Source: an optimization exercise on an open RTL-to-GDS flow (aim: small area, a short achievable clock period and few clock cycles). Production flows keep margins and buffers that such runs may drop. Only simulation tests tie the RTL to the original design; equivalence was not proved.

<file path="design/flow/design.v">
package vft_pkg;
	localparam int MAX_LEN_DEF     = 64;
	localparam int SCORE_WIDTH_DEF = 16;
	localparam int NSTATE = 4;
	localparam int PW     = 23;
	typedef struct packed {
		logic [NSTATE-1:0][15:0] start;
		logic [NSTATE-1:0][63:0] trans;
	} vft_cfg_t;
endpackage
module vft_ram (
	input  logic        clk,
	input  logic        we,
	input  logic [5:0]  waddr,    
	input  logic [7:0]  wdata,
	input  logic [2:0]  rrow,
	output logic [63:0] rdata
);
	logic [63:0] mem [8];
	always_ff @(posedge clk) begin
		for (int r = 0; r < 8; r++) begin
			for (int o = 0; o < 8; o++) begin
				if (we && waddr == 6'(8 * r + o)) begin
					mem[r][8*o +: 8] <= wdata;
				end
			end
		end
	end
	assign rdata = mem[rrow];
endmodule
module vft_regs (
	input  logic               clk,
	input  logic               arst_n,
	input  logic               psel,
	input  logic               penable,
	input  logic               pwrite,
	input  logic [5:0]         paddr,
	input  logic [63:0]        pwdata,
	output logic [63:0]        prdata,
	output logic               pready,
	output vft_pkg::vft_cfg_t  cfg
);
	logic [2:0]  widx;
	logic        wr_en;
	logic [63:0] wdata;
	vft_pkg::vft_cfg_t    cfg_q;
	assign pready = 1'b1;
	assign widx   = paddr[5:3];
	assign wr_en  = psel & penable & pwrite;
	assign cfg    = cfg_q;
	assign wdata  = pwdata & {64{arst_n}};
	always_ff @(posedge clk) begin
		for (int i = 0; i < 4; i++) begin
			if (!arst_n || (wr_en && !widx[2] && widx[1:0] == 2'(i))) begin
				cfg_q.start[i] <= wdata[15:0];
			end
			if (!arst_n || (wr_en && widx[2] && widx[1:0] == 2'(i))) begin
				cfg_q.trans[i] <= wdata;
			end
		end
	end
	always_comb begin
		if (!widx[2]) begin
			prdata = 64'(cfg_q.start[widx[1:0]]);
		end else begin
			prdata = cfg_q.trans[widx[1:0]];
		end
	end
endmodule
module vft_ctrl (
	input  logic                          clk,
	input  logic                          arst_n,
	input  logic                          pend,
	input  logic [5:0]                    cnt,
	input  logic                          trunc,
	input  logic                          dir,
	input  logic signed [vft_pkg::PW-1:0] best_score,
	input  logic [1:0]                    best_state,
	output logic                          pick_go,
	output logic                          stall,      
	output logic [2:0]                    bp_rrow,
	input  logic [63:0]                   bp_rdata,
	output logic                          out_valid,
	input  logic                          out_ready,
	output logic [39:0]                   out_data,
	output logic                          out_trunc,
	output logic                          out_last
);
	localparam int PW = vft_pkg::PW;
	logic       busy_q, bdir_q;
	logic [1:0] cur_q, eidx_q;
	logic [2:0] lrow_q, off_q;
	logic [3:0] wrow_q;
	logic [15:0]          tmem [16];
	logic signed [PW-1:0] q_score [4];
	logic                 q_trunc [4];
	logic [5:0]           q_last  [4];
	logic [1:0]           qw_q, qr_q;
	logic [2:0]           qn_q;
	logic [4:0]           urows_q;
	logic [3:0]           wbase_q, orow_q;
	logic [5:0]           pos_q;
	logic [3:0] nrows_new, nrows_head;
	logic       can_pick, eng_free;
	logic [1:0] t [8];
	logic [1:0] cur_d;
	logic [15:0] trow;
	logic       head_ok, out_fire, pop;
	logic [15:0] orow_data;
	assign nrows_new  = {1'b0, cnt[5:3]} + 4'd1;
	assign eng_free   = ~busy_q | (lrow_q == 3'd0);
	assign can_pick   = eng_free & (qn_q != 3'd4) & ({1'b0, urows_q} + {2'b0, nrows_new} <= 6'd16);
	assign pick_go    = pend & can_pick;
	assign stall      = pend & ~can_pick;
	assign bp_rrow = lrow_q ^ {3{bdir_q}};
	always_comb begin
		t[7] = cur_q;
		for (int o = 6; o >= 0; o--) begin
			if (off_q == 3'(o)) begin
				t[o] = cur_q;
			end else begin
				t[o] = bp_rdata[8*(o+1) + 2*t[o+1] +: 2];
			end
		end
		cur_d = bp_rdata[2*t[0] +: 2];
		for (int o = 0; o < 8; o++) begin
			trow[2*o +: 2] = t[o];
		end
	end
	always_ff @(posedge clk) begin
		if (busy_q) begin
			tmem[wrow_q] <= trow;
		end
		if (pick_go) begin
			q_score[qw_q] <= best_score;
			q_trunc[qw_q] <= trunc;
			q_last[qw_q]  <= cnt;
		end
	end
	assign head_ok    = (qn_q != 3'd0) & ~(busy_q & (eidx_q == qr_q));
	assign out_valid  = head_ok;
	assign out_fire   = head_ok & out_ready;
	assign out_last   = (pos_q == q_last[qr_q]);
	assign pop        = out_fire & out_last;
	assign nrows_head = {1'b0, q_last[qr_q][5:3]} + 4'd1;
	assign orow_data  = tmem[orow_q];
	assign out_data   = {32'($signed(q_score[qr_q])), pos_q, orow_data[2*pos_q[2:0] +: 2]};
	assign out_trunc  = q_trunc[qr_q];
	always_ff @(posedge clk or negedge arst_n) begin
		if (!arst_n) begin
			busy_q  <= 1'b0;
			bdir_q  <= 1'b0;
			cur_q   <= '0;
			eidx_q  <= '0;
			lrow_q  <= '0;
			off_q   <= '0;
			wrow_q  <= '0;
			qw_q    <= '0;
			qr_q    <= '0;
			qn_q    <= '0;
			urows_q <= '0;
			wbase_q <= '0;
			orow_q  <= '0;
			pos_q   <= '0;
		end else begin
			if (busy_q) begin
				cur_q  <= cur_d;
				off_q  <= 3'd7;
				lrow_q <= lrow_q - 3'd1;
				wrow_q <= wrow_q - 4'd1;
				if (lrow_q == 3'd0) begin
					busy_q <= 1'b0;
				end
			end
			if (pick_go) begin
				busy_q  <= 1'b1;
				bdir_q  <= ~dir;
				cur_q   <= best_state;
				eidx_q  <= qw_q;
				lrow_q  <= cnt[5:3];
				off_q   <= cnt[2:0];
				wrow_q  <= wbase_q + {1'b0, cnt[5:3]};
				wbase_q <= wbase_q + nrows_new;
				qw_q    <= qw_q + 2'd1;
			end
			if (out_fire) begin
				pos_q <= pop ? 6'd0 : pos_q + 6'd1;
				if (pop || pos_q[2:0] == 3'd7) begin
					orow_q <= orow_q + 4'd1;
				end
			end
			if (pop) begin
				qr_q <= qr_q + 2'd1;
			end
			qn_q    <= qn_q + {2'b0, pick_go} - {2'b0, pop};
			urows_q <= urows_q + (pick_go ? {1'b0, nrows_new} : 5'd0) - (pop ? {1'b0, nrows_head} : 5'd0);
		end
	end
endmodule
module vft_dp (
	input  logic                   clk,
	input  logic                   arst_n,
	input  vft_pkg::vft_cfg_t      cfg,
	input  logic                   fire,       
	input  logic [63:0]            in_data,
	input  logic                   in_first,
	input  logic                   in_last,
	input  logic                   pick_go,    
	output logic                   pend,       
	output logic [5:0]             cnt,        
	output logic                   trunc,
	output logic                   dir,        
	output logic signed [vft_pkg::PW-1:0] best_score,
	output logic [1:0]             best_state,
	output logic                   bp_we,
	output logic [5:0]             bp_waddr,
	output logic [7:0]             bp_wdata
);
	localparam int PW = vft_pkg::PW;
	logic signed [PW-1:0] path_q [4];
	logic                 open_q, trunc_q, dir_q, pend_q;
	logic [5:0]           cnt_q;
	logic signed [PW-1:0] s    [4][4];    
	logic signed [PW-1:0] mx   [4];
	logic [1:0]           px   [4];
	logic signed [PW-1:0] m01  [4], m23 [4];
	logic [1:0]           p01  [4], p23 [4];
	logic signed [PW-1:0] tv, ev, cs_s, cs_c;
	logic signed [PW-1:0] nxt  [4];
	logic                 init, drop, acs;
	logic [5:0]           wpos;
	logic                 bp_we_q;
	logic [5:0]           bp_waddr_q;
	logic [7:0]           bp_wdata_q;
	function automatic logic gt19(input logic [PW-1:0] a, input logic [PW-1:0] b);
		logic [18:0] d;
		d    = b[18:0] - a[18:0];
		gt19 = d[18];
	endfunction
	assign init = in_first | ~open_q;
	assign drop = ~init & (cnt_q == 6'd63);
	assign acs  = ~init & ~drop;
	always_comb begin
		for (int j = 0; j < 4; j++) begin
			for (int k = 0; k < 4; k++) begin
				tv       = PW'($signed(cfg.trans[k][16*j +: 16] & {16{~(pend_q && j == 0)}}));
				ev       = PW'($signed(in_data[16*j +: 16] & {16{~(pend_q && j == 0)}}));
				cs_s     = path_q[k] ^ tv ^ ev;
				cs_c     = (path_q[k] & tv) | (path_q[k] & ev) | (tv & ev);
				s[j][k]  = cs_s + {cs_c[PW-2:0], 1'b0};
			end
			if (gt19(s[j][1], s[j][0])) begin
				m01[j] = s[j][1];
				p01[j] = 2'd1;
			end else begin
				m01[j] = s[j][0];
				p01[j] = 2'd0;
			end
			if (gt19(s[j][3], s[j][2])) begin
				m23[j] = s[j][3];
				p23[j] = 2'd3;
			end else begin
				m23[j] = s[j][2];
				p23[j] = 2'd2;
			end
			if (gt19(m23[j], m01[j])) begin
				mx[j] = m23[j];
				px[j] = p23[j];
			end else begin
				mx[j] = m01[j];
				px[j] = p01[j];
			end
			nxt[j]  = init ? PW'($signed(cfg.start[j])) + PW'($signed(in_data[16*j +: 16])) : mx[j];
		end
	end
	always_ff @(posedge clk) begin
		if (fire && !drop) begin
			for (int j = 0; j < 4; j++) begin
				path_q[j] <= nxt[j];
			end
		end
	end
	always_ff @(posedge clk or negedge arst_n) begin
		if (!arst_n) begin
			open_q  <= 1'b0;
			cnt_q   <= '0;
			trunc_q <= 1'b0;
			dir_q   <= 1'b0;
			pend_q  <= 1'b0;
		end else begin
			if (pick_go) begin
				pend_q <= 1'b0;
			end
			if (fire) begin
				open_q <= ~in_last;
				if (init) begin
					cnt_q   <= '0;
					trunc_q <= 1'b0;
				end else if (drop) begin
					trunc_q <= 1'b1;
				end else begin
					cnt_q <= cnt_q + 6'd1;
				end
				if (in_last) begin
					pend_q <= 1'b1;
					dir_q  <= ~dir_q;
				end
			end
		end
	end
	assign wpos = cnt_q + 6'd1;
	always_ff @(posedge clk or negedge arst_n) begin
		if (!arst_n) begin
			bp_we_q <= 1'b0;
		end else begin
			bp_we_q <= fire & acs;
		end
	end
	always_ff @(posedge clk) begin
		if (fire && acs) begin
			bp_waddr_q <= {wpos[5:3] ^ {3{dir_q}}, wpos[2:0]};
			bp_wdata_q <= {px[3], px[2], px[1], px[0]};
		end
	end
	assign bp_we    = bp_we_q;
	assign bp_waddr = bp_waddr_q;
	assign bp_wdata = bp_wdata_q;
	assign pend       = pend_q;
	assign cnt        = cnt_q;
	assign trunc      = trunc_q;
	assign dir        = dir_q;
	assign best_score = mx[0];
	assign best_state = px[0];
endmodule
module viterbi_four_state_tagger_top #(
	parameter int MAX_LEN     = vft_pkg::MAX_LEN_DEF,
	parameter int SCORE_WIDTH = vft_pkg::SCORE_WIDTH_DEF
) (
	input  logic        clk,
	input  logic        arst_n,
	input  logic        s_tvalid,
	output logic        s_tready,
	input  logic [63:0] s_tdata,    
	input  logic        s_tuser,    
	input  logic        s_tlast,    
	output logic        m_tvalid,
	input  logic        m_tready,
	output logic [39:0] m_tdata,    
	output logic        m_tuser,    
	output logic        m_tlast,    
	input  logic        psel,
	input  logic        penable,
	input  logic        pwrite,
	input  logic [5:0]  paddr,
	input  logic [63:0] pwdata,
	output logic [63:0] prdata,
	output logic        pready
);
	vft_pkg::vft_cfg_t cfg;
	logic                          pend, trunc, dir, pick_go, bp_we, stall;
	logic                          in_v_q, in_first_q, in_last_q;
	logic [63:0]                   in_data_q;
	logic                          proc;
	logic [5:0]                    cnt, bp_waddr;
	logic [7:0]                    bp_wdata;
	logic [2:0]                    bp_rrow;
	logic [63:0]                   bp_rdata;
	logic signed [vft_pkg::PW-1:0] best_score;
	logic [1:0]                    best_state;
	vft_regs u_regs (
		.clk     (clk),
		.arst_n  (arst_n),
		.psel    (psel),
		.penable (penable),
		.pwrite  (pwrite),
		.paddr   (paddr),
		.pwdata  (pwdata),
		.prdata  (prdata),
		.pready  (pready),
		.cfg     (cfg)
	);
	assign proc     = in_v_q & ~stall;
	assign s_tready = ~in_v_q | ~stall;
	always_ff @(posedge clk or negedge arst_n) begin
		if (!arst_n) begin
			in_v_q <= 1'b0;
		end else if (s_tready) begin
			in_v_q <= s_tvalid;
		end
	end
	always_ff @(posedge clk) begin
		if (s_tready && s_tvalid) begin
			in_data_q  <= s_tdata;
			in_first_q <= s_tuser;
			in_last_q  <= s_tlast;
		end
	end
	vft_dp u_dp (
		.clk        (clk),
		.arst_n     (arst_n),
		.cfg        (cfg),
		.fire       (proc),
		.in_data    (in_data_q),
		.in_first   (in_first_q),
		.in_last    (in_last_q),
		.pick_go    (pick_go),
		.pend       (pend),
		.cnt        (cnt),
		.trunc      (trunc),
		.dir        (dir),
		.best_score (best_score),
		.best_state (best_state),
		.bp_we      (bp_we),
		.bp_waddr   (bp_waddr),
		.bp_wdata   (bp_wdata)
	);
	vft_ram u_bp (
		.clk   (clk),
		.we    (bp_we),
		.waddr (bp_waddr),
		.wdata (bp_wdata),
		.rrow  (bp_rrow),
		.rdata (bp_rdata)
	);
	vft_ctrl u_ctrl (
		.clk        (clk),
		.arst_n     (arst_n),
		.pend       (pend),
		.cnt        (cnt),
		.trunc      (trunc),
		.dir        (dir),
		.best_score (best_score),
		.best_state (best_state),
		.pick_go    (pick_go),
		.stall      (stall),
		.bp_rrow    (bp_rrow),
		.bp_rdata   (bp_rdata),
		.out_valid  (m_tvalid),
		.out_ready  (m_tready),
		.out_data   (m_tdata),
		.out_trunc  (m_tuser),
		.out_last   (m_tlast)
	);
endmodule
</file>
<file path="design/flow/flow/run.sh">
#!/bin/bash
# Layout: the standard flow (standard synthesis, floorplan, placement, CTS, routing,
# finish), with the timing repair aimed at a setup slack of 9 ns instead of 0, so that the
# worst paths get repaired well below the clock period. The clock period and constraints are
# the design's. make's full output goes to flow_make.log here; ORFS writes each step's log
# under orfs/logs/.
set -euo pipefail
bash standard.sh SETUP_SLACK_MARGIN=9 finish > flow_make.log 2>&1
</file>
<file path="design/flow/standard.sh">
#!/bin/bash
# synth_recipe.tcl (not shown) runs the flow's synth.tcl, then flattens the netlist and writes it again
# the make line also repeats each setting of config.mk as NAME=value (left out here)
make -C /OpenROAD-flow-scripts/flow DESIGN_CONFIG=/design/flow/config.mk WORK_HOME=/design/flow/orfs CLKGATE_MAP_FILE= SYNTH_SCRIPT=/design/flow/synth_recipe.tcl "${@:-finish}"
</file>
<file path="design/flow/config.mk">
export PLATFORM = sky130hd
export DESIGN_NAME = viterbi_four_state_tagger_top
export DESIGN_NICKNAME = viterbi_four_state_tagger_top
export VERILOG_FILES = /design/flow/design.v
export SDC_FILE = /design/flow/constraint.sdc
export NUM_CORES = 4
export LEC_CHECK = 0
export ABC_AREA = 1
export CAP_MARGIN = 20
export CORE_MARGIN = 2
export CORE_UTILIZATION = 55
export PLACE_DENSITY = 0.7
export SLEW_MARGIN = 20
export TNS_END_PERCENT = 20
</file>
<file path="design/flow/constraint.sdc">
create_clock -name core_clock -period 15.0 [get_ports {clk}]
set_input_delay 3.0000 -clock core_clock [delete_from_list [all_inputs] [get_ports {clk}]]
set_output_delay 3.0000 -clock core_clock [all_outputs]
set_load 0.01 [all_outputs]
</file>
==> flow_summary.toml, run 1 <==
[run_status]
status = "complete, no violations"

[clock_tree]
cts_root_buf = "clkbuf_16"
cts_buffer_depth = 3
cts_buffers = 154
clk_latency_ns = 0.85
clk_pin_slew_ns = 0.06
clock-sinks = 1434
h-tree-depth = 4
cts_tree = "built"

[sta]
hold_viol = 0
max_freq_mhz = 133
drv_slew = 0
fin_crit_sh_pct = 50.1
max_slew_margin_pct = 17.7
rsz0062_at_grt = "yes"
worstMarginPinSlew_ns = 1.23
fin_setup_tns_ns = 0
setup_viol = 0
fin_worst_skew_ns = 0.0649
period_minus_slack_ns = 7.52

[synth]
ys_types = 69
ys_warn_count = 16
seq_area_frac_synth_pct = 49.5
ys_ff_latch = 1434
syn_inst = 8005
synth_top_flop_cell = "edfxtp_1"
syn_nets = 9161
netlist_area_um2 = 86400
synth_area_per_cell_um2 = 10.8
synthArstFlopShare_pct = 3.77
synth_edf_count = 1380

[setup_path]
crit_family = "simple AND/OR/NAND/NOR gates"
cp.arrival_ns = 8.09
crit_top_cell = "nand2_2"
path_buf_inv = 11
cp_max_fo = 7
crit_path_start_kind = "flop"
r2r.worst_path.cells = 43
critPathCaptureType = "flop"
slowest_stage = "edfxtp_1"
regToRegSetupSlack_ns = 7.48
path_class = "reg -> reg"
crit_required_ns = 15.58
r2r_start = "in_data_q[33]"
reg2reg_to = "u_dp.path_q[2][11]"
critPathMaxStageDelay_ns = 0.48

[cells_and_area]
final_cell_mix = "1380 x edfxtp_1, 1162 x nand2_1, 589 x ha_1, 583 x nor2_1, 556 x inv_1"
antenna_cells = 0
regArea_um2 = 42800
final_common_cell = "edfxtp_1"
final_nets = 9855
post_route_cells_drive_above_1_share_pct = 18.7
multi_input_area_um2 = 44600
fillCellCount = 10900
syn_to_final_growth_pct = 23.6
finish.utilization_pct = 68.4
instances_no_fill = 10900

[grt]
gr-usage-met2_pct = 51.3
grt_pass1_wl_um = 402000
antenna_found_initial = 9
grt_pass1_vias = 65800
gr-usage-met1_pct = 46.4
top_usage_layer = "met2"
grt_use_met3_pct = 7.72
grt_remaining_overflow = 0
track_usage_pct = 33.9
grt_max_degree = 142

[routing]
vias = 67800
drtAntennaViolNets = 0
first_pass_iters = 6
wl_um = 283000
routed_via_density = 6.23
wl_per_cell_um = 26.0
drt_iter0_markers = 7888
drc = 0

[floorplanning]
ios = 252
die_h_um = 400
core.rowCount = 145
dieArea_um2 = 160000
die_w_um = 400
core_um2 = 156000
start_util_pct = 55.3

[worst_hold_path]
min_path_cells = 1
min_to = "u_dp.open_q"
min_path_type = "reg -> reg"
hp-start = "u_dp.open_q"

[placed_design]
port-buffer-count = 247
gp_congestion = 0.945
placed_cells = 10100
dpl.hpwl_um = 178000

[run]
maxCapViolations = 0
==> registers in the layout, indices dropped and copies added (netlist names), 8 cells and up <==
register / cells
u_ctrl.q_score: 92
u_ctrl.tmem: 256
in_data_q: 64
u_ctrl.q_last: 24
u_dp.path_q: 92
u_regs.cfg_q: 320
u_bp.mem: 512
u_dp.bp_wdata_q: 8
==> final cells by class <==
| cell class | count | area share, % |
|---|---|---|
| Timing Repair inverter | 27 | 0.301 |
| Clock inverter | 108 | 1.21 |
| Inverter | 610 | 2.41 |
| Clock buffer | 175 | 3.68 |
| Tap cell | 2058 | 2.41 |
| Timing Repair Buffer | 770 | 8.21 |
| Multi-Input combinational cell | 5702 | 41.7 |
| Sequential cell | 1434 | 40.1 |
==> cells by family (layout without fill, tap and decap cells) <==
| group | after synthesis | in the layout | share of synthesized area [%] |
|---|---|---|---|
| AOI/OAI and AO/OA | 1887 | 1887 | 12.9 |
| and+or+nand+nor | 2356 | 2368 | 11.3 |
| adders and majority gates | 1013 | 1013 | 17.9 |
| DFF | 1434 | 1434 | 49.5 |
| buffers and inverters | 881 | 1690 | 4.04 |
| other | 1 | 1 | 0.00434 |
| muxes | 4 | 4 | 0.0492 |
| xor gates and xnor gates | 429 | 429 | 4.35 |
==> per-layer routing <==
layer / part of all wire, % / routed length [um]
met5: 0.0042 / 12
met4: 5.9 / 16700
met2: 43 / 123000
met3: 12 / 35200
met1: 38 / 108000
==> worst register-to-register path, delay by kind of cell, from the launching register on <==
family	cells	cell delay (ns)
adders and majority gates	5	1.73
DFF	1	0.48
AOI/OAI and AO/OA	8	1.17
buffers and inverters	11	1.39
xor gates and xnor gates	2	0.45
and+or+nand+nor	17	2.05
==> through the flow <==
step	hold WS (ns)	setup WS [ns]	area, um2
after floorplan	0.464	7.94	86500
after global placement	0.473	5.34	91000
after detailed placement	0.480	5.30	91000
after CTS	0.494	7.68	103000
after global routing	0.521	7.24	107000
final	0.490	7.48	107000
==> timing repair <==
item	in CTS	in global routing
buffers inserted	280	108
pin swaps	243	221
setup endpoints to repair	396	392
gates resized for setup	1125	491
cloned	73	18
hold buffers	0	0
==> how the worst max path moves through the flow <==
| stage | cells after the start | end | slack (ns) | start |
|---|---|---|---|---|
| after floorplan | 7 | prdata[14] | 7.94 | paddr[3] |
| final | 43 | u_dp.path_q[2][11] | 7.48 | in_data_q[33] |
| after detailed placement | 7 | prdata[43] | 5.30 | paddr[3] |
| after global placement | 7 | prdata[46] | 5.34 | paddr[3] |
| after global routing | 43 | u_dp.path_q[2][22] | 7.24 | in_data_q[33] |
| after CTS | 9 | prdata[7] | 7.68 | paddr[3] |
==> cells in the mapped netlist, types with 7 or more instances <==
library cell | n | share of area [%]
a211oi_1 | 20 | 0.17
a21o_1 | 35 | 0.30
a21oi_1 | 581 | 3.4
a21oi_2 | 7 | 0.071
a221oi_1 | 19 | 0.19
a22oi_1 | 255 | 2.2
a31oi_1 | 22 | 0.16
a41oi_1 | 41 | 0.42
and2_1 | 8 | 0.058
buf_1 | 27 | 0.12
buf_2 | 14 | 0.081
buf_4 | 22 | 0.19
buf_6 | 9 | 0.12
clkbuf_1 | 198 | 0.86
clkinv_1 | 10 | 0.043
dfrtp_1 | 54 | 1.6
edfxtp_1 | 1380 | 48
fa_1 | 368 | 8.5
ha_1 | 645 | 9.3
inv_1 | 580 | 2.5
inv_2 | 18 | 0.078
nand2_1 | 1294 | 5.6
nand2_2 | 17 | 0.12
nand2_4 | 8 | 0.10
nand3_1 | 275 | 1.6
nand3_2 | 17 | 0.20
nand4_1 | 72 | 0.52
nor2_1 | 610 | 2.6
nor3_1 | 23 | 0.13
o211ai_1 | 42 | 0.36
o211ai_2 | 7 | 0.10
o21a_1 | 11 | 0.096
o21ai_0 | 574 | 3.3
o21ai_1 | 76 | 0.44
o21bai_1 | 19 | 0.17
o221ai_1 | 38 | 0.38
o22ai_1 | 88 | 0.64
o31ai_1 | 10 | 0.087
xnor2_1 | 186 | 1.9
xor2_1 | 243 | 2.5
Testbench counts, summed over its fixed seeds: cycles 13,608.
==> run 2: changes to the inputs <==
--- a/design/flow/config.mk
+++ b/design/flow/config.mk
@@ -10,4 +10,5 @@
 export CORE_MARGIN = 2
-export CORE_UTILIZATION = 55
-export PLACE_DENSITY = 0.7
+export CORE_UTILIZATION = 65
+export CTS_BUF_LIST = sky130_fd_sc_hd__clkbuf_8
+export PLACE_DENSITY = 0.75
 export SLEW_MARGIN = 20
==> run 2 against run 1 <==
Worst hold slack better by 0.010 ns. Maximum frequency down 1.8%. Cell count fell by 2.2%. Cell area shrank 2.7%. Flip-flop and latch count did not move. Utilization increased by 10 points. Critical path type unchanged. Highest routed layer unchanged.
==> flow_summary.toml, run 2 <==
[floorplanning]
ios = 252
die_w_um = 369
dieArea_um2 = 136000
core.rowCount = 133
start_util_pct = 65.6
die_h_um = 369
core_um2 = 132000

[sta]
drv_slew = 0
setup_viol = 0
fin_crit_sh_pct = 51.0
whs_ns = 0.500
max_slew_margin_pct = 26.7
period_minus_slack_ns = 7.65
rsz0062_at_grt = "yes"
fin_worst_skew_ns = 0.0889
worstMarginPinSlew_ns = 1.10
max_freq_mhz = 131
hold_viol = 0
fin_setup_tns_ns = 0

[clock_tree]
cts_buffers = 222
holdBufCountCts = 0
cts_tree = "built"
cts_buffer_depth = 3
clk_pin_slew_ns = 0.07
clk_latency_ns = 1.05
h-tree-depth = 4
clock-sinks = 1434
cts_root_buf = "clkbuf_8"

[placed_design]
gp_congestion = 0.941
dpl.hpwl_um = 177000
placed_area_um2 = 90600
port-buffer-count = 247

[synth]
ys_warn_count = 16
synthArstFlopShare_pct = 3.77
netlist_top_cells_count = "1380 x edfxtp_1, 1294 x nand2_1, 645 x ha_1, 610 x nor2_1, 581 x a21oi_1"
ys_types = 69
ys_top_cells_by_area = "edfxtp_1 48%, ha_1 9.3%, fa_1 8.5%"
syn_nets = 9161
synth_area_per_cell_um2 = 10.8
netlist_area_um2 = 86400
seq_area_frac_synth_pct = 49.5
synth.top_cell.area_share_pct = 47.9
synth_edf_count = 1380
yosysTopAreaCell = "edfxtp_1"
synth_top_flop_cell = "edfxtp_1"
yosysMostFrequentCell = "edfxtp_1"
ys_ff_latch = 1434
syn_inst = 8005

[grt]
grt_remaining_overflow = 0
grt_use_met3_pct = 9.65
grt_pass1_vias = 66000
antenna_found_initial = 9
gr-usage-met1_pct = 54.8
gr-usage-met2_pct = 58.5
grt_max_degree = 142
top_usage_layer = "met2"
grt_pass1_wl_um = 393000
track_usage_pct = 39.2

[routing]
wl_per_cell_um = 26.1
first_pass_iters = 17
wl_um = 278000
drt_iter0_markers = 9074
routed_via_density = 6.44
drc = 0
drtAntennaViolNets = 0
vias = 68600

[setup_path]
critical_path_depth = 47
crit_path_start_kind = "flop"
r2r.worst_path.cells = 47
critPathCapture = "u_dp.path_q[0][22]"
slowest_stage = "dfrtp_4"
r2r_start = "u_dp.pend_q"
crit_family = "simple AND/OR/NAND/NOR gates"
crit_top_cell = "nand2_1"
path_buf_inv = 9
reg2reg_to = "u_dp.path_q[0][22]"
path_class = "reg -> reg"
crit_required_ns = 15.86
regToRegSetupSlack_ns = 7.35
cp.arrival_ns = 8.51
cp_max_fo = 9
cp-startpoint = "u_dp.pend_q"
critPathCaptureType = "flop"
critPathMaxStageDelay_ns = 0.54

[cells_and_area]
final_common_cell = "edfxtp_1"
syn_to_final_growth_pct = 20.3
largest_reg_flops = 512
final_cell_mix = "1380 x edfxtp_1, 1168 x nand2_1, 623 x inv_1, 583 x ha_1, 578 x nor2_1"
final_area_um2 = 104000
largest_register = "u_bp.mem"
fillCellCount = 8017
final_nets = 9867
post_route_cells_drive_above_1_share_pct = 18.0

[worst_hold_path]
min_path_type = "reg -> reg"

[run_status]
status = "complete, no violations"

[run]
maxCapViolations = 0
[run 2: logic make-up after synthesis]
| family | Yosys count | share of synthesized area, % |
|---|---|---|
| and+or+nand+nor | 2356 | 11.3 |
| buffers and inverters | 881 | 4.04 |
| xor gates and xnor gates | 429 | 4.35 |
| muxes | 4 | 0.0492 |
| adders and majority gates | 1013 | 17.9 |
| DFF | 1434 | 49.5 |
| other | 1 | 0.00434 |
| AOI/OAI and AO/OA | 1887 | 12.9 |
[run 2: repair_timing]
action	CTS	global route
cloned	52	16
gates resized for setup	890	577
endpoints found under the setup margin	408	392
setup buffers	206	152
pin swaps	191	210
[run 2: per-layer routing]
| metal | part of all wire, % | up-vias | wire length, um |
|---|---|---|---|
| li1 | - | 30000 | - |
| met1 | 37 | 33300 | 104000 |
| met2 | 43 | 4361 | 120000 |
| met3 | 14 | 818 | 37600 |
| met4 | 5.8 | 6 | 16000 |
| met5 | 0.015 | - | 42 |
[run 2: worst min-delay path by stage]
stage	start	endpoint	slack (ns)	cells after the start
after CTS	u_ctrl.wbase_q[3]	u_ctrl.wbase_q[3]	0.50	1
after global placement	u_dp.open_q	u_dp.open_q	0.48	1
after floorplan	u_dp.open_q	u_dp.open_q	0.46	1
after detailed placement	u_ctrl.wbase_q[3]	u_ctrl.wbase_q[3]	0.49	1
final	u_ctrl.wbase_q[3]	u_ctrl.wbase_q[3]	0.50	1
after global routing	u_ctrl.wbase_q[3]	u_ctrl.wbase_q[3]	0.52	1
[run 2: final cells by class]
cell class	count	area, um2	share of cell area (%)
clock inverters	175	1170	1.13
clock buffers	226	3110	2.99
inverters	610	2510	2.41
diodes	3	7.51	0.00722
repair buffers	724	7750	7.45
flip-flops and latches	1434	42800	41.2
multi-input cells	5699	44200	42.5
well taps	1755	2200	2.11
repair inverters	20	264	0.254
[run 2: stage by stage]
step,setup WS (ns),cells,utilization (%)
2_1_floorplan,7.94,8005,-
3_3_place_gp,5.42,9816,68.8
3_5_place_dp,5.38,9816,68.8
4_1_cts,7.62,10500,75.8
5_1_grt,7.24,10600,78.9
6_report,7.35,10600,78.9
==> run 3: changes to the inputs <==
==> design/flow/flow/run.sh (replaced) <==
#!/bin/bash
# Layout: the standard flow (standard synthesis, floorplan, placement, CTS, routing,
# finish), with the timing repair aimed at a setup slack of 8 ns instead of 0, so that the
# worst paths get repaired well below the clock period. The clock period and constraints are
# the design's. make's full output goes to flow_make.log here; ORFS writes each step's log
# under orfs/logs/.
set -euo pipefail
bash standard.sh SETUP_SLACK_MARGIN=8 finish > flow_make.log 2>&1
==> run 3 against run 2 <==
Cell area is 0.27% higher. Critical endpoint is now u_dp.path_q[0][21]. Flip-flop and latch count stayed put. Critical path depth is 1 lower. Clock skew is 0.012 ns lower. Largest cell class unchanged. Cell count is 0.48% higher.
==> flow_summary.toml, run 3 <==
[cells_and_area]
syn_to_final_growth_pct = 20.6
final_nets = 9917
largest_register = "u_bp.mem"
largest_reg_flops = 512
fillCellCount = 7919
final_common_cell = "edfxtp_1"
post_route_cells_drive_above_1_share_pct = 18.1
final_cell_mix = "1380 x edfxtp_1, 1171 x nand2_1, 622 x inv_1, 598 x ha_1, 574 x nor2_1"
finish.utilization_pct = 79.1

[floorplanning]
die_h_um = 369
core.rowCount = 133
start_util_pct = 65.6
core_um2 = 132000
ios = 252
dieArea_um2 = 136000
die_w_um = 369

[clock_tree]
clock-sinks = 1434
h-tree-depth = 4
cts_tree = "built"
clk_pin_slew_ns = 0.07
cts_root_buf = "clkbuf_8"
cts_buffers = 221
clk_latency_ns = 0.98
cts_buffer_depth = 3

[synth]
yosysMostFrequentCell = "edfxtp_1"
synthArstFlopShare_pct = 3.77
syn_nets = 9161
netlist_area_um2 = 86400
syn_inst = 8005
ys_types = 69
ys_ff_latch = 1434
seq_area_frac_synth_pct = 49.5
synth_area_per_cell_um2 = 10.8
synth.top_cell.area_share_pct = 47.9
netlist_top_cells_count = "1380 x edfxtp_1, 1294 x nand2_1, 645 x ha_1, 610 x nor2_1, 581 x a21oi_1"
ys_top_cells_by_area = "edfxtp_1 48%, ha_1 9.3%, fa_1 8.5%"
synth_edf_count = 1380
ys_warn_count = 16
yosysTopAreaCell = "edfxtp_1"
synth_top_flop_cell = "edfxtp_1"

[setup_path]
regToRegSetupSlack_ns = 7.17
crit_required_ns = 15.66
slowest_stage = "dfrtp_2"
cp.arrival_ns = 8.48
crit_top_cell = "nand2_1"
cp_max_fo = 8
crit_path_start_kind = "flop"
path_class = "reg -> reg"
critPathMaxStageDelay_ns = 0.49
critPathCaptureType = "flop"

[routing]
drc = 0
wl_per_cell_um = 26.2
wl_um = 280000
vias = 68600
drt_iter0_markers = 9405
routed_via_density = 6.42
drtAntennaViolNets = 0
first_pass_iters = 16

[placed_design]
dpl.hpwl_um = 177000
port-buffer-count = 247
gp_congestion = 0.950

[sta]
drv_slew = 0
hold_viol = 0
fin_crit_sh_pct = 52.2
max_slew_margin_pct = 23.7
fin_worst_skew_ns = 0.0766
setup_viol = 0
max_freq_mhz = 128
fin_setup_tns_ns = 0
rsz0062_at_grt = "yes"
worstMarginPinSlew_ns = 1.14
period_minus_slack_ns = 7.83

[grt]
grt_max_degree = 141
grt_pass1_wl_um = 395000
antenna_found_initial = 5
track_usage_pct = 39.5
grt_remaining_overflow = 0
grt_pass1_vias = 65800

[run_status]
status = "complete, no violations"

[worst_hold_path]
min_path_type = "reg -> reg"

[run]
maxCapViolations = 0
-- run 3: cell counts after synthesis --
No cell type changed its count.
-- run 3: what timing repair did --
action                     in CTS  in global routing
hold buffers                    0                  0
gates resized for setup       867                579
setup endpoints to repair     325                294
cloned                         51                 21
pin swaps                     199                248
setup buffers                 237                165
hold endpoints to repair        0                  0
-- run 3: worst paths after layout --
check,start,depth (start not counted),endpoint
hold / removal,u_dp.open_q,1,u_dp.open_q
hold reg to reg,u_dp.open_q,1,u_dp.open_q
min in group asynchronous,arst_n,1,u_ctrl.orow_q[0]
setup / recovery,u_dp.pend_q,46,u_dp.path_q[0][21]
setup reg to reg,u_dp.pend_q,46,u_dp.path_q[0][21]
max in group asynchronous,arst_n,1,u_dp.cnt_q[3]
-- run 3: worst max-delay path, delay by kind of cell (launching register included) --
kind	cells	cell delay [ns]
compound gates	14	2.46
xor+xnor	2	0.44
fa+ha+maj	4	1.12
buf+inv	8	1.05
flops	1	0.49
simple gates	18	1.95
-- run 3: kinds of logic after synthesis --
kind of cell	share of synthesized area, %
fa+ha+maj	17.9
flops	49.5
simple gates	11.3
xor+xnor	4.35
mux	0.0492
buf+inv	4.04
compound gates	12.9
other cells	0.00434
-- run 3: cell type report --
cell class                 count  area (um2)  area share [%]
clock inverter               177        1140            1.09
inverter                     610        2490            2.39
clock buffer                 224        3080            2.96
sequential                  1434       42800            41.1
antenna                        3        7.51         0.00720
multi-input combinational   5701       43900            42.1
timing repair buffer         769        8300            7.97
timing repair inverter        24         287           0.275
tap                         1755        2200            2.11
-- run 3: per-stage QoR --
| stage | hold WS [ns] | setup WS [ns] | cells | cell area (um2) |
|---|---|---|---|---|
| floorplan | 0.464 | 6.56 | 8005 | 86400 |
| global placement | 0.476 | 5.37 | 9819 | 90600 |
| detailed placement | 0.484 | 5.34 | 9819 | 90600 |
| CTS | 0.499 | 7.64 | 10500 | 100000 |
| global route | 0.526 | 6.96 | 10700 | 104000 |
| finish | 0.493 | 7.17 | 10700 | 104000 |
-- run 3: metal layers --
metal | GRT usage (%) | up-vias | routed length (um)
li1 | - | 30200 | -
met1 | 54.9 | 33300 | 104000
met2 | 59.2 | 4393 | 121000
met3 | 10.3 | 799 | 38700
met4 | 17.0 | 4 | 15800
met5 | 0 | - | 27
==> run 4: changes to the inputs <==
==> design/flow/flow/run.sh (replaced) <==
#!/bin/bash
# Layout: the standard flow (standard synthesis, floorplan, placement, CTS, routing,
# finish) with two changes to how the layout is made:
#  - every input and output port still gets its own buffer, but a plain buf_4 instead of the
#    default delay-cell buffer;
#  - the timing repair aims at a setup slack of 9 ns instead of 0, so that the worst paths get
#    repaired well below the clock period.
# The clock period and constraints are the design's. make's full output goes to
# flow_make.log here; ORFS writes each step's log under orfs/logs/.
set -euo pipefail
bash standard.sh SETUP_SLACK_MARGIN=9 "BUFFER_PORTS_ARGS=-buffer_cell sky130_fd_sc_hd__buf_4" finish > flow_make.log 2>&1
==> run 4 against run 3 <==
Register-to-register slack better by 0.17 ns. Cell count grew 0.12%. Worst setup slack better by 0.17 ns. Critical endpoint is now u_dp.path_q[0][19]. Highest routed layer is now met4. Flip-flop and latch count is the same. Maximum frequency rose by 2.3%.
==> flow_summary.toml, run 4 <==
[setup_path]
slowest_stage = "dfrtp_2"
r2r_start = "u_dp.pend_q"
critPathCaptureType = "flop"
r2r.worst_path.cells = 46
reg2reg_to = "u_dp.path_q[0][19]"
path_buf_inv = 8
crit_required_ns = 15.67
crit_family = "simple AND/OR/NAND/NOR gates"
crit_path_start_kind = "flop"
critPathMaxStageDelay_ns = 0.42
regToRegSetupSlack_ns = 7.35
cp.arrival_ns = 8.33
path_class = "reg -> reg"
crit_top_cell = "nand2_1"
cp_max_fo = 21

[grt]
grt_remaining_overflow = 0
grt_pass1_vias = 67000
grt_use_met3_pct = 9.81
track_usage_pct = 39.4
gr-usage-met2_pct = 59.3
gr-usage-met1_pct = 53.9
antenna_found_initial = 8
top_usage_layer = "met2"
grt_max_degree = 79
grt_pass1_wl_um = 394000

[synth]
synth_top_flop_cell = "edfxtp_1"
synth.top_cell.area_share_pct = 47.9
synthArstFlopShare_pct = 3.77
yosysTopAreaCell = "edfxtp_1"
netlist_top_cells_count = "1380 x edfxtp_1, 1294 x nand2_1, 645 x ha_1, 610 x nor2_1, 581 x a21oi_1"
netlist_area_um2 = 86400
yosysMostFrequentCell = "edfxtp_1"
synth_edf_count = 1380
syn_nets = 9161
ys_warn_count = 16
seq_area_frac_synth_pct = 49.5
ys_ff_latch = 1434
synth_area_per_cell_um2 = 10.8
syn_inst = 8005
ys_top_cells_by_area = "edfxtp_1 48%, ha_1 9.3%, fa_1 8.5%"
ys_types = 69

[sta]
fin_worst_skew_ns = 0.0740
fin_ws_ns = 7.35
fin_setup_tns_ns = 0
hold_viol = 0
period_minus_slack_ns = 7.65
fin_crit_sh_pct = 51.0
max_freq_mhz = 131
setup_viol = 0
worstMarginPinSlew_ns = 1.16
drv_slew = 0
rsz0062_at_grt = "yes"
max_slew_margin_pct = 22.6

[routing]
first_pass_iters = 9
vias = 68900
wl_um = 279000
wl_per_cell_um = 26.0
routed_via_density = 6.43
drtAntennaViolNets = 0
drc = 0
drt_iter0_markers = 9243

[clock_tree]
cts_buffer_depth = 3
holdBufCountCts = 0
clk_pin_slew_ns = 0.07
h-tree-depth = 4
cts_buffers = 221
clk_latency_ns = 0.98
clock-sinks = 1434
cts_root_buf = "clkbuf_8"
cts_tree = "built"

[floorplanning]
core_um2 = 132000
start_util_pct = 65.6
dieArea_um2 = 136000
die_w_um = 369
ios = 252
core.rowCount = 133
die_h_um = 369

[cells_and_area]
final_common_cell = "edfxtp_1"
post_route_cells_drive_above_1_share_pct = 21.0
largest_register = "u_bp.mem"
largest_reg_flops = 512
final_cell_mix = "1380 x edfxtp_1, 1151 x nand2_1, 622 x inv_1, 606 x buf_4, 588 x ha_1"
syn_to_final_growth_pct = 20.5
fillCellCount = 7854
final_nets = 9918
finish.utilization_pct = 79.1
instances_no_fill = 10700

[placed_design]
port-buffer-count = 247
placed_cells = 9815
dpl_worst_slack_ns = 5.63
gp_congestion = 0.962
dpl.hpwl_um = 176000

[worst_hold_path]
min_to = "u_dp.open_q"
min_path_type = "reg -> reg"
hp-start = "u_dp.open_q"
min_path_cells = 1

[run]
maxCapViolations = 0

[run_status]
status = "complete, no violations"
run 4: changes by cell type in the layout (fill, tap and decap cells not counted), sizes merged, moves of 6 or more:
| cell | previous run | this run |
|---|---|---|
| clkdlybuf4s15 | 12 | 0 |
| clkinvlp | 11 | 17 |
| buf | 562 | 755 |
| clkdlybuf4s50 | 179 | 0 |
run 4: worst max-delay path by stage:
stage,start,to,cells after the start
final,u_dp.pend_q,u_dp.path_q[0][19],46
after detailed placement,u_dp.path_q[3][1],u_dp.path_q[2][19],40
after CTS,paddr[5],prdata[14],6
after floorplan,paddr[3],prdata[14],7
after global placement,u_dp.path_q[3][1],u_dp.path_q[2][22],40
after global routing,u_dp.pend_q,u_dp.path_q[0][19],45
run 4: final cells by class:
class	count	area, um2	share of cell area (%)
clock inverters	186	1290	1.24
clock buffers	228	3140	3.01
repair inverters	25	340	0.327
flip-flops and latches	1434	42800	41.1
multi-input cells	5700	44300	42.5
well taps	1755	2200	2.11
diodes	2	5.00	0.00480
inverters	610	2470	2.38
repair buffers	770	7650	7.34
run 4: what timing repair did:
item	CTS	global route
setup endpoints to repair	375	391
setup buffers	275	135
gates cloned	58	10
pin swaps	218	254
endpoints found under the hold margin	0	0
gates resized for setup	769	489
run 4: stage by stage:
stage | hold WS (ns) | cell area (um2)
final | 0.502 | 104000
after global routing | 0.528 | 104000
after CTS | 0.505 | 101000
after detailed placement | 0.490 | 90000
after global placement | 0.477 | 90000
after floorplan | 0.464 | 86500
run 4: cell families after synthesis:
| logic type | Yosys count | synth area share [%] |
|---|---|---|
| other | 1 | 0.00434 |
| and+or+nand+nor | 2356 | 11.3 |
| DFF | 1434 | 49.5 |
| buffers and inverters | 881 | 4.04 |
| adders and majority gates | 1013 | 17.9 |
| xor gates and xnor gates | 429 | 4.35 |
| AOI/OAI and AO/OA | 1887 | 12.9 |
| muxes | 4 | 0.0492 |
run 4: metal layers:
metal  routed length, um  part of all wire, %
met5                   0                    0
met4               16900                  6.1
met3               38300                   14
met2              121000                   43
met1              103000                   37
==> run 5: changes to the inputs <==
--- a/design/flow/design.v
+++ b/design/flow/design.v
@@ -225,4 +225,4 @@
 	logic [1:0]           px   [4];
-	logic signed [PW-1:0] m01  [4], m23 [4];
-	logic [1:0]           p01  [4], p23 [4];
+	logic                 g01 [4], g02 [4], g03 [4], g12 [4], g13 [4], g23 [4];
+	logic [3:0]           w    [4];
 	logic signed [PW-1:0] tv, ev, cs_s, cs_c;
@@ -251,23 +251,15 @@
 			end
-			if (gt19(s[j][1], s[j][0])) begin
-				m01[j] = s[j][1];
-				p01[j] = 2'd1;
-			end else begin
-				m01[j] = s[j][0];
-				p01[j] = 2'd0;
-			end
-			if (gt19(s[j][3], s[j][2])) begin
-				m23[j] = s[j][3];
-				p23[j] = 2'd3;
-			end else begin
-				m23[j] = s[j][2];
-				p23[j] = 2'd2;
-			end
-			if (gt19(m23[j], m01[j])) begin
-				mx[j] = m23[j];
-				px[j] = p23[j];
-			end else begin
-				mx[j] = m01[j];
-				px[j] = p01[j];
-			end
+			g01[j] = gt19(s[j][1], s[j][0]);
+			g02[j] = gt19(s[j][2], s[j][0]);
+			g03[j] = gt19(s[j][3], s[j][0]);
+			g12[j] = gt19(s[j][2], s[j][1]);
+			g13[j] = gt19(s[j][3], s[j][1]);
+			g23[j] = gt19(s[j][3], s[j][2]);
+			w[j][0] = ~g01[j] & ~g02[j] & ~g03[j];
+			w[j][1] =  g01[j] & ~g12[j] & ~g13[j];
+			w[j][2] =  g02[j] &  g12[j] & ~g23[j];
+			w[j][3] =  g03[j] &  g13[j] &  g23[j];
+			px[j] = {w[j][2] | w[j][3], w[j][1] | w[j][3]};
+			mx[j] = ({PW{w[j][0]}} & s[j][0]) | ({PW{w[j][1]}} & s[j][1])
+			      | ({PW{w[j][2]}} & s[j][2]) | ({PW{w[j][3]}} & s[j][3]);
 			nxt[j]  = init ? PW'($signed(cfg.start[j])) + PW'($signed(in_data[16*j +: 16])) : mx[j];
==> run 5 against run 4 <==
Global-route usage rose by 3.4 points. Utilization is 0.47 points lower. Cell count up 3.4%. First-iteration DRC count grew 10%. Clock skew is 0.010 ns higher. Synthesized cell count grew 4.2%. Register-to-register slack improved by 0.47 ns. Die area grew 4.2%. Worst hold slack got worse by 0.0026 ns. Area after synthesis rose by 4.2%. Worst setup slack improved by 0.23 ns. Critical path type is now in -> out. Critical endpoint is now prdata[25].
==> flow_summary.toml, run 5 <==
[cells_and_area]
syn_to_final_growth_pct = 19.9
final_cell_mix = "1380 x edfxtp_1, 1042 x nand2_1, 800 x ha_1, 789 x inv_1, 613 x nor2_1"
post_route_cells_drive_above_1_share_pct = 19.9
largest_register = "u_bp.mem"
final_nets = 10500
largest_reg_flops = 512
instances_no_fill = 11100
final_area_um2 = 108000
final_common_cell = "edfxtp_1"

[routing]
wl_per_cell_um = 28.3
drc = 0
first_pass_iters = 8
routed_via_density = 6.61
vias = 73200
wl_um = 314000
drtAntennaViolNets = 0
drt_iter0_markers = 10200

[setup_path]
r2r.worst_path.cells = 41
crit_required_ns = 12.00
critPathMaxStageDelay_ns = 0.19
crit_chain = "buf_12 > nor2_4 > buf_12 > buf_12 > buf_16 > buf_12 > a22oi_2 > a21oi_2 > buf_4"
critPathCaptureType = "output port"
cp_max_fo = 7
cp.arrival_ns = 4.42
path_class = "in -> out"
slowest_stage = "a21oi_2"
crit_family = "buffers and inverters"
path_buf_inv = 6
crit_top_cell = "buf_12"
crit_path_start_kind = "input port"
reg2reg_to = "u_dp.path_q[0][5]"
r2r_start = "u_dp.pend_q"
regToRegSetupSlack_ns = 7.82

[sta]
fin_ws_ns = 7.58
setup_viol = 0
hold_viol = 0
max_freq_mhz = 135
fin_setup_tns_ns = 0
worstMarginPinSlew_ns = 1.26
drv_slew = 0
max_slew_margin_pct = 15.8
fin_crit_sh_pct = 49.5
rsz0062_at_grt = "yes"
fin_worst_skew_ns = 0.0841
period_minus_slack_ns = 7.42

[floorplanning]
dieArea_um2 = 142000
die_h_um = 376
die_w_um = 376
core_um2 = 137000
start_util_pct = 65.5
ios = 252
core.rowCount = 136

[grt]
grt_pass1_vias = 70700
grt_remaining_overflow = 0
grt_max_degree = 101
grt_pass1_wl_um = 443000
antenna_found_initial = 14
track_usage_pct = 42.8

[clock_tree]
clk_pin_slew_ns = 0.06
cts_tree = "built"
clk_latency_ns = 1.02
cts_buffer_depth = 3
clock-sinks = 1434
holdBufCountCts = 0
cts_root_buf = "clkbuf_8"
cts_buffers = 224
h-tree-depth = 4

[worst_hold_path]
min_to = "u_ctrl.wbase_q[3]"
min_path_type = "reg -> reg"
min_path_cells = 1
hp-start = "u_ctrl.wbase_q[3]"

[placed_design]
gp_congestion = 1.02
placed_area_um2 = 94400
dpl_worst_slack_ns = 5.45
dpl.hpwl_um = 207000
port-buffer-count = 247
placed_cells = 10200

[synth]
synth_area_per_cell_um2 = 10.8
synth.top_cell.area_share_pct = 46.0
ys_warn_count = 19
netlist_area_um2 = 90100
syn_nets = 9706
seq_area_frac_synth_pct = 47.5
ys_top_cells_by_area = "edfxtp_1 46%, ha_1 12%, fa_1 8.4%"
synthArstFlopShare_pct = 3.77
yosysTopAreaCell = "edfxtp_1"
synth_edf_count = 1380
syn_inst = 8341
ys_ff_latch = 1434
yosysMostFrequentCell = "edfxtp_1"
synth_top_flop_cell = "edfxtp_1"
netlist_top_cells_count = "1380 x edfxtp_1, 1138 x nand2_1, 842 x ha_1, 766 x inv_1, 692 x a21oi_1"
ys_types = 63

[run_status]
status = "complete, no violations"

[run]
maxCapViolations = 0
==> run 5: cell count changes in the layout (fill, tap and decap cells not counted), moves of 39 or more <==
cell     before   now
a21oi_1     503   574
nor2_1      572   613
a22oi_2       0    47
ha_1        588   800
nand2_1    1151  1042
o22ai_1      85   131
inv_1       622   789
a22oi_1     255   216
o21ai_2     116    59
==> run 5: how the worst max path moves through the flow <==
| stage | from | endpoint | slack (ns) | depth (start not counted) |
|---|---|---|---|---|
| after floorplan | paddr[3] | prdata[33] | 8.26 | 6 |
| after global placement | u_dp.pend_q | u_dp.path_q[0][5] | 5.60 | 37 |
| after detailed placement | u_dp.pend_q | u_dp.path_q[0][5] | 5.45 | 37 |
| after CTS | paddr[4] | prdata[25] | 7.62 | 9 |
| after global routing | u_ctrl.qr_q[0] | m_tlast | 7.55 | 9 |
| final | paddr[3] | prdata[25] | 7.58 | 9 |
==> run 5: layout make-up <==
cell class | count | area, um2
clock buffers | 226 | 3110
diodes | 5 | 12.5
repair inverters | 6 | 72.6
fillers | 8476 | 29400
clock inverters | 174 | 1240
inverters | 780 | 3090
multi-input cells | 5881 | 47700
flip-flops and latches | 1434 | 42800
repair buffers | 774 | 7760
well taps | 1794 | 2240
==> run 5: worst reg2reg max path, delay by kind of cell, from the launching register on <==
kind            cells  cell delay (ns)
flops               1             0.43
compound gates      9             1.81
xor+xnor            3             0.59
simple gates       13             1.28
fa+ha+maj           4             1.25
buf+inv            12             1.60
==> run 5: metal layers <==
metal	global-route usage, %	vias up	routed length [um]
met4	21.5	11	19200
met1	57.6	35300	113000
met3	13.5	1110	47500
met5	0	-	81
li1	-	31500	-
met2	62.7	5168	134000
==> run 5: logic make-up (layout without fill, tap and decap cells) <==
logic type | count (synthesis) | count (layout) | synth area share (%)
fa+ha+maj | 1222 | 1222 | 20.1
buf+inv | 1032 | 1960 | 4.43
other cells | 1 | 6 | 0.00416
simple gates | 2248 | 2254 | 10.5
flops | 1434 | 1434 | 47.5
compound gates | 1951 | 1951 | 13.1
xor+xnor | 453 | 453 | 4.42
==> run 5: per-stage QoR <==
stage | utilization [%] | hold WS (ns)
floorplan | - | 0.464
global placement | 68.7 | 0.483
detailed placement | 68.7 | 0.487
CTS | 76.1 | 0.498
global route | 78.6 | 0.530
finish | 78.6 | 0.499
==> run 5: repair_timing <==
action                                  4_1_cts  5_1_grt
pin swaps                                   176      127
gates resized for setup                     654      447
endpoints found under the setup margin      416      328
setup buffers                               258      129
gates cloned                                 26       22
Testbench counts of run 5, summed over its fixed seeds: cycles 13,608.
==> run 6: changes to the inputs <==
--- a/design/flow/config.mk
+++ b/design/flow/config.mk
@@ -14,2 +14,2 @@
 export SLEW_MARGIN = 20
-export TNS_END_PERCENT = 20
+export TNS_END_PERCENT = 10
==> run 6 against run 5 <==
Still clean on timing, DRC and antenna. Utilization shrank 0.94 points. Global-route usage shrank 0.98 points. Clock-buffer cell count is the same. Sequential share of layout area grew 0.48 points. Synthesized cell count is the same. Register-to-register slack gained 0.15 ns. Area after synthesis is the same. Flip-flop and latch count is the same. Critical path type unchanged.
==> flow_summary.toml, run 6 <==
[run_status]
status = "complete, no violations"

[routing]
first_pass_iters = 9
drc = 0
wl_per_cell_um = 27.6
wl_um = 304000
drt_iter0_markers = 9792
vias = 72000
drtAntennaViolNets = 0
routed_via_density = 6.55

[floorplanning]
die_h_um = 376
ios = 252
start_util_pct = 65.5
die_w_um = 376
dieArea_um2 = 142000
core.rowCount = 136
core_um2 = 137000

[synth]
synthArstFlopShare_pct = 3.77
synth_edf_count = 1380
netlist_top_cells_count = "1380 x edfxtp_1, 1138 x nand2_1, 842 x ha_1, 766 x inv_1, 692 x a21oi_1"
ys_ff_latch = 1434
ys_warn_count = 19
synth_top_flop_cell = "edfxtp_1"
yosysMostFrequentCell = "edfxtp_1"
ys_types = 63
synth_area_per_cell_um2 = 10.8
netlist_area_um2 = 90100
syn_nets = 9706
yosysTopAreaCell = "edfxtp_1"
seq_area_frac_synth_pct = 47.5
synth.top_cell.area_share_pct = 46.0
syn_inst = 8341
ys_top_cells_by_area = "edfxtp_1 46%, ha_1 12%, fa_1 8.4%"

[grt]
grt_max_degree = 85
grt_pass1_wl_um = 435000
grt_pass1_vias = 69400
antenna_found_initial = 16
grt_remaining_overflow = 0
track_usage_pct = 41.8

[setup_path]
path_buf_inv = 4
path_class = "in -> out"
crit_required_ns = 12.00
r2r.worst_path.cells = 47
crit_path_start_kind = "input port"
critical_path_depth = 7
cp.arrival_ns = 4.52
crit_chain = "buf_12 > nor2_4 > buf_12 > buf_4 > a22oi_1 > a21oi_4 > buf_4"
critPathCaptureType = "output port"
crit_family = "buffers and inverters"
cp_max_fo = 14
critPathMaxStageDelay_ns = 0.35
slowest_stage = "buf_4"

[clock_tree]
clock-sinks = 1434
holdBufCountCts = 0
cts_buffers = 225
h-tree-depth = 4
clk_latency_ns = 1.00
cts_root_buf = "clkbuf_8"
cts_tree = "built"
clk_pin_slew_ns = 0.06
cts_buffer_depth = 3

[sta]
whs_ns = 0.497
drv_slew = 0
hold_viol = 0
max_freq_mhz = 133
period_minus_slack_ns = 7.52
fin_worst_skew_ns = 0.0929
fin_setup_tns_ns = 0
fin_crit_sh_pct = 50.1
max_slew_margin_pct = 26.1
rsz0062_at_grt = "yes"
worstMarginPinSlew_ns = 1.11
setup_viol = 0

[cells_and_area]
post_route_cells_drive_above_1_share_pct = 18.6
final_nets = 10400
largest_register = "u_bp.mem"
final_cell_mix = "1380 x edfxtp_1, 1037 x nand2_1, 791 x ha_1, 783 x inv_1, 618 x nor2_1"
syn_to_final_growth_pct = 18.5
largest_reg_flops = 512
final_common_cell = "edfxtp_1"

[placed_design]
gp_congestion = 1.02
port-buffer-count = 247
dpl.hpwl_um = 207000

[run]
maxCapViolations = 0

[worst_hold_path]
min_path_type = "reg -> reg"
min_path_cells = 1
## run 6: area by class of cell
class	count	area, um2
diodes	15	37.5
clock buffers	226	3110
repair inverters	3	31.3
fillers	8687	30700
clock inverters	186	1600
flip-flops and latches	1434	42800
well taps	1794	2240
multi-input cells	5876	47400
inverters	780	3040
repair buffers	677	6450
## run 6: cells by family after synthesis
kind of cell    count (synthesis)  synth area share [%]
flops                        1434                  47.5
simple gates                 2248                  10.5
buf+inv                      1032                  4.43
fa+ha+maj                    1222                  20.1
compound gates               1951                  13.1
other cells                     1               0.00416
xor+xnor                      453                  4.42
## run 6: path summary, 6_finish.rpt
check                       startpoint                  to  slack (ns)
min                        u_dp.open_q         u_dp.open_q        0.50
max reg2reg                u_dp.pend_q  u_dp.path_q[0][16]        7.97
min in group asynchronous       arst_n         u_dp.pend_q        2.09
max in group asynchronous       arst_n       u_ctrl.bdir_q       11.62
max                           paddr[3]          prdata[32]        7.48
min reg2reg                u_dp.open_q         u_dp.open_q        0.50
## run 6: layer usage
layer / track usage (%) / up-vias / wire [um]
met5: 0 / - / 23
met4: 18.2 / 4 / 16000
li1: - / 31300 / -
met2: 61.3 / 4822 / 130000
met1: 58.0 / 35000 / 114000
met3: 12.4 / 888 / 44000
## run 6: repair_timing
item,in CTS,in global routing
buffers inserted,134,176
endpoints found under the setup margin,370,308
pin swaps,120,156
cloned,19,6
resized for setup,415,567
## run 6: stage by stage
stage / setup slack, ns / instances / area (um2) / utilization, %
after detailed placement: 6.08 / 10200 / 94300 / 68.6
after global placement: 6.18 / 10200 / 94300 / 68.6
after CTS: 7.52 / 10800 / 103000 / 74.7
after global routing: 7.50 / 11000 / 107000 / 77.6
after floorplan: 8.26 / 8341 / 90700 / -
final: 7.48 / 11000 / 107000 / 77.6
==> run 7: changes to the inputs <==
--- a/design/flow/design.v
+++ b/design/flow/design.v
@@ -102,2 +102,3 @@
 	logic [5:0]           pos_q;
+	logic                 last_q;     
 	logic [3:0] nrows_new, nrows_head;
@@ -142,3 +143,3 @@
 	assign out_fire   = head_ok & out_ready;
-	assign out_last   = (pos_q == q_last[qr_q]);
+	assign out_last   = last_q;
 	assign pop        = out_fire & out_last;
@@ -148,2 +149,17 @@
 	assign out_trunc  = q_trunc[qr_q];
+	logic [5:0] pos_d;
+	logic [1:0] qr_d;
+	logic [5:0] last_d;
+	always_comb begin
+		pos_d  = out_fire ? (pop ? 6'd0 : pos_q + 6'd1) : pos_q;
+		qr_d   = pop ? qr_q + 2'd1 : qr_q;
+		last_d = (pick_go && qw_q == qr_d) ? cnt : q_last[qr_d];
+	end
+	always_ff @(posedge clk or negedge arst_n) begin
+		if (!arst_n) begin
+			last_q <= 1'b0;
+		end else begin
+			last_q <= (pos_d == last_d);
+		end
+	end
 	always_ff @(posedge clk or negedge arst_n) begin
--- a/design/flow/flow/run.sh
+++ b/design/flow/flow/run.sh
@@ -5,3 +5,3 @@
 #    default delay-cell buffer;
-#  - the timing repair aims at a setup slack of 9 ns instead of 0, so that the worst paths get
+#  - the timing repair aims at a setup slack of 10 ns instead of 0, so that the worst paths get
 #    repaired well below the clock period.
@@ -10,2 +10,2 @@
 set -euo pipefail
-bash standard.sh SETUP_SLACK_MARGIN=9 "BUFFER_PORTS_ARGS=-buffer_cell sky130_fd_sc_hd__buf_4" finish > flow_make.log 2>&1
+bash standard.sh SETUP_SLACK_MARGIN=10 "BUFFER_PORTS_ARGS=-buffer_cell sky130_fd_sc_hd__buf_4" finish > flow_make.log 2>&1
--- a/design/flow/config.mk
+++ b/design/flow/config.mk
@@ -10,6 +10,7 @@
 export CORE_MARGIN = 2
-export CORE_UTILIZATION = 65
+export CORE_UTILIZATION = 72
 export CTS_BUF_LIST = sky130_fd_sc_hd__clkbuf_8
-export PLACE_DENSITY = 0.75
+export CTS_CLUSTER_SIZE = 25
+export PLACE_DENSITY = 0.8
 export SLEW_MARGIN = 20
-export TNS_END_PERCENT = 10
+export TNS_END_PERCENT = 20
==> run 7 against run 6 <==
The run now fails in 5_1_grt. Area after synthesis grew 0.18%. Synthesized cell count shrank 0.24%.
==> flow_summary.toml, run 7 <==
[synth]
ys_types = 64
yosysMostFrequentCell = "edfxtp_1"
yosysTopAreaCell = "edfxtp_1"
synth_edf_count = 1380
ys_warn_count = 19
ys_top_cells_by_area = "edfxtp_1 46%, ha_1 12%, fa_1 8.4%"
syn_inst = 8321
netlist_area_um2 = 90300
netlist_top_cells_count = "1380 x edfxtp_1, 1134 x nand2_1, 842 x ha_1, 755 x inv_1, 705 x a21oi_1"
seq_area_frac_synth_pct = 47.4
synth_area_per_cell_um2 = 10.8
synthArstFlopShare_pct = 3.83
synth.top_cell.area_share_pct = 45.9
ys_ff_latch = 1435
syn_nets = 9686
synth_top_flop_cell = "edfxtp_1"

[floorplanning]
die_w_um = 358
start_util_pct = 72.7
core.rowCount = 129
ios = 252
die_h_um = 358

[clock_tree]
clock-sinks = 1435
cts_root_buf = "clkbuf_8"
h-tree-depth = 4
holdBufCountCts = 0
cts_buffer_depth = 3
cts_buffers = 219

[sta]
worstEpCategory = "primary output"
worstEndpointGrtRepair = "prdata[63]"

[placed_design]
port-buffer-count = 247
gp_congestion = 0.996
dpl.hpwl_um = 204000

[run_status]
stop_error = "[ERROR GRT-0232] Routing congestion too high. Check the congestion heatmap in the GUI."
failing_step = "5_1_grt"
status = "did not finish"

[grt]
grt_remaining_overflow = 134
grt_max_degree = 112
antenna_found_initial = 49
track_usage_pct = 69.9
==> run 7: layer usage <==
metal	overflow	global-route usage, %
met5	0	27.1
met1	5	73.7
met2	60	87.3
met3	3	53.0
met4	66	60.7
==> run 7: cell families after synthesis <==
family / share of synthesized area, %
compound gates: 13.1
xor+xnor: 4.49
flops: 47.4
buf+inv: 4.37
simple gates: 10.5
other cells: 0.00415
fa+ha+maj: 20.1
==> run 7: how the worst min path moves through the flow <==
stage / startpoint / endpoint / slack (ns) / cells past startpoint
after CTS: u_ctrl.wbase_q[3] / u_ctrl.wbase_q[3] / 0.50 / 1
after floorplan: u_dp.open_q / u_dp.open_q / 0.46 / 1
after global placement: u_ctrl.wbase_q[3] / u_ctrl.wbase_q[3] / 0.49 / 1
after detailed placement: u_ctrl.wbase_q[3] / u_ctrl.wbase_q[3] / 0.49 / 1
==> run 7: through the flow <==
step	utilization [%]	hold WS, ns	cells	area, um2	setup slack, ns
detailed placement	76.0	0.488	10000	94300	6.01
global placement	75.9	0.487	10000	94300	6.37
floorplan	-	0.464	8321	90900	8.26
CTS	83.4	0.496	10700	103000	7.65
==> run 7: repair_timing <==
item / CTS
pin swaps: 126
resized for setup: 439
endpoints found under the setup margin: 504
endpoints found under the hold margin: 0
gates cloned: 42
setup buffers: 177
Testbench counts of run 7, summed over its fixed seeds: cycles 13,608.

[what the ideal ports hide]
No port has a modelled driver above. Below, the same layouts with a new extraction and two added sets of constraints. Step 1: set_driving_cell puts a clkbuf_16 on clk and a buf_2 on each other input, an assumption about the parent block. Step 2 times the ports against the registers' clock, not the clock port: input delays grow and output delays shrink by t, the midpoint of the rising clock arrivals with the driver on. Three values: no drivers, after step 1, after step 2; two values: the first two.
run | shift t [ns] | setup slack, ns | clock arrival spread, ns | cell pins on the clock port's net
run 1 | 0.908 | 7.485 / 7.465 / 7.465 | 0.085 / 0.086 | 1
run 2 | 1.083 | 7.350 / 7.350 / 7.350 | 0.090 / 0.090 | 1
run 3 | 1.016 | 7.173 / 7.173 / 7.173 | 0.078 / 0.077 | 1
run 4 | 1.016 | 7.345 / 7.345 / 7.345 | 0.078 / 0.077 | 1
run 5 | 1.050 | 7.578 / 7.517 / 7.517 | 0.087 / 0.087 | 1
run 6 | 1.035 | 7.478 / 7.426 / 7.426 | 0.093 / 0.094 | 1
After both steps setup and hold are still met in every run listed. The setup slack of run 5, which loses most, moves by -0.061 ns with the drivers and by -0.061 ns with both steps.
